From an optimization exercise on the open Yosys and OpenROAD flow, aimed at small area; shortcuts taken in it are not production practice.
RTL that was checked went through simulation tests only; none was proved equivalent to the original.
Power figures rest on the tool's default switching activity, not on a simulated workload.

==> trial 10 <==
## wallaceTree
module wallaceTree
(
	input logic clk,
	input logic rstN,
	input logic [337:0] rows,
	input logic inValid,
	output logic [47:0] product,
	output logic outValid
);
	logic [13:0] lowQ;
	logic [64:0] pairQ;
	logic carryQ;
	logic earlyValid;
	logic [47:0] sumQ;
	logic pairValid;
	earlyReducer uEarly (
		.clk(clk),
		.rstN(rstN),
		.rows(rows),
		.inValid(inValid),
		.lowQ(lowQ),
		.pairQ(pairQ),
		.carryQ(carryQ),
		.earlyValid(earlyValid)
	);
	lateReducer uLate (
		.clk(clk),
		.rstN(rstN),
		.lowQ(lowQ),
		.pairQ(pairQ),
		.carryQ(carryQ),
		.earlyValid(earlyValid),
		.sumQ(sumQ),
		.pairValid(pairValid)
	);
	finalAdder uFinal (
		.clk(clk),
		.rstN(rstN),
		.sumQ(sumQ),
		.pairValid(pairValid),
		.product(product),
		.outValid(outValid)
	);
endmodule
Settings: LEC_CHECK=0, CAP_MARGIN=20, CORE_MARGIN=2, CORE_UTILIZATION=30, GPL_ROUTABILITY_DRIVEN=0, GPL_TIMING_DRIVEN=0, SLEW_MARGIN=20, SYNTH_HIERARCHICAL=1; clock period 3.0 ns.
standard.sh (not shown) runs the stock make flow with config.mk's settings and CLKGATE_MAP_FILE= SYNTH_SCRIPT=/design/flow/synth_recipe.tcl, a recipe that flattens the netlist after the stock synthesis.
==> flow/flow/run.sh <==
#!/bin/bash
# Standard layout with smaller port buffers and no CTS dummy loads.
export BUFFER_PORTS_ARGS="-buffer_cell sky130_fd_sc_hd__buf_1"
export CTS_ARGS="-sink_clustering_enable -repair_clock_nets -dont_use_dummy_load -buf_list {sky130_fd_sc_hd__clkbuf_4 sky130_fd_sc_hd__clkbuf_8} -sink_clustering_size 30 -sink_clustering_max_diameter 100"
bash standard.sh > standard.log 2>&1
status=$?
tail -20 standard.log
exit $status
==> trial 38: changes against trial 10 <==
CORE_UTILIZATION = 45   (was 30)
GPL_ROUTABILITY_DRIVEN = not set   (was 0)
GPL_TIMING_DRIVEN = not set   (was 0)
==> notes <==
Final area: trial 38 is smaller than trial 10 (about 1%). Of trial 10 and trial 38, trial 10 has the higher power (gap about 0.25%, measured against trial 38). Critical path depth is the same in trial 38 and trial 10. Between trial 10 and trial 38, the lower maximum frequency is in trial 10 (gap about 1.4%, measured against trial 38). In combinational power, trial 10 and trial 38 hardly differ. In trial 10 the die area is higher than in trial 38, by 49%. In clock-buffer cell count, trial 38 and trial 10 do not differ.
==> figures <==
item                                                trial 10      trial 38
CTS resizes                                                1             0
Pre-CTS setup slack                               -0.3683 ns    -0.3023 ns
Final cycle utilization of the critical path          0.9700        0.9565
Relative max-transition margin                        0.7591        0.7960
Via density per instance                               4.089         4.556
Antenna violations before repair                           2             0
Fraction of power consumed by sequential logic         0.360         0.361
Fill cell instance count of the final layout           3,396         1,965
Routed wire length                                 21,670 um     20,830 um
Power in the clock group                             1240 uW       1200 uW
Die Area                                        36,580 sq um  24,620 sq um
Run status                  no timing/DRC/antenna violations  no timing/DRC/antenna violations
Max Fclk                                           343.6 MHz     348.5 MHz
Reg-to-reg setup timing slack                        0.17 ns       0.20 ns
Per-cell routed wire length                         14.28 um      15.09 um

---

==> 02-25: inputs <==
Another version of the RTL of wallaceTree (not shown whole).
export LEC_CHECK = 0
export CAP_MARGIN = 20
export CORE_MARGIN = 2
export CORE_UTILIZATION = 40
export SLEW_MARGIN = 20
export SYNTH_HIERARCHICAL = 1
create_clock -name core_clock -period 3.0 [get_ports {clk}]
Scripts as last shown in full above: flow/flow/run.sh
==> 06-18 (differences from 02-25) <==
==> flow/flow/run.sh (replaced) <==
#!/bin/bash
# Standard layout with smaller port buffers and no CTS dummy loads.
export BUFFER_PORTS_ARGS="-buffer_cell sky130_fd_sc_hd__buf_1"
export CTS_ARGS="-sink_clustering_enable -repair_clock_nets -dont_use_dummy_load"
bash standard.sh > standard.log 2>&1
status=$?
tail -20 standard.log
exit $status
==> comparison <==
Wire length: 06-18 is higher than 02-25 (about 0.34%). Count of clock-buffer cells in the layout is the same in 06-18 and 02-25. Critical path depth is the same in 06-18 and 02-25. In synthesized cell count, 06-18 and 02-25 do not differ. In 06-18 the total power is higher than in 02-25, by 5.1%. Of 06-18 and 02-25, 02-25 has the higher sequential share of layout area (gap 0.41 points). In combinational power, 02-25 and 06-18 hardly differ. Die area is the same in 06-18 and 02-25.
Function was not checked in any run of this note: the RTL went through the layout flow alone.

-- separate check: timing with driven ports --
Ports are ideal in the flow. The routed layouts listed here were re-timed in OpenROAD. Step 1 (the two cells are an assumption about what drives the block):
set clk [get_ports {clk}]
set_driving_cell -lib_cell sky130_fd_sc_hd__clkbuf_16 $clk
set_driving_cell -lib_cell sky130_fd_sc_hd__buf_2 [delete_from_list [all_inputs] $clk]
Step 2, shift: input delay + t, output delay - t, t = (earliest + latest rising clock arrival at the registers) / 2. This alone moves slack from input paths to output paths. Slacks: ideal / step 1 / step 2; pairs: ideal / step 1.
run	t, ns	slack for setup (ns)	worst setup path after step 2	worst register clock-pin slew, ns	worst slew at a driven data input, ns
trial 10	0.478	0.090 / 0.106 / -0.372	input to register	0.10 / 0.10	0.09
trial 38	0.471	0.131 / 0.146 / -0.324	input to register	0.09 / 0.09	0.06
02-25	0.469	0.160 / 0.176 / -0.289	input to register	0.11 / 0.11	0.07
06-18	0.450	0.133 / 0.154 / -0.296	input to register	0.08 / 0.08	0.07
Met with ideal ports but missed after step 2: setup timing in every run listed. For trial 10, which loses most, drivers alone change the setup slack by +0.016 ns; drivers and shift together by -0.462 ns.
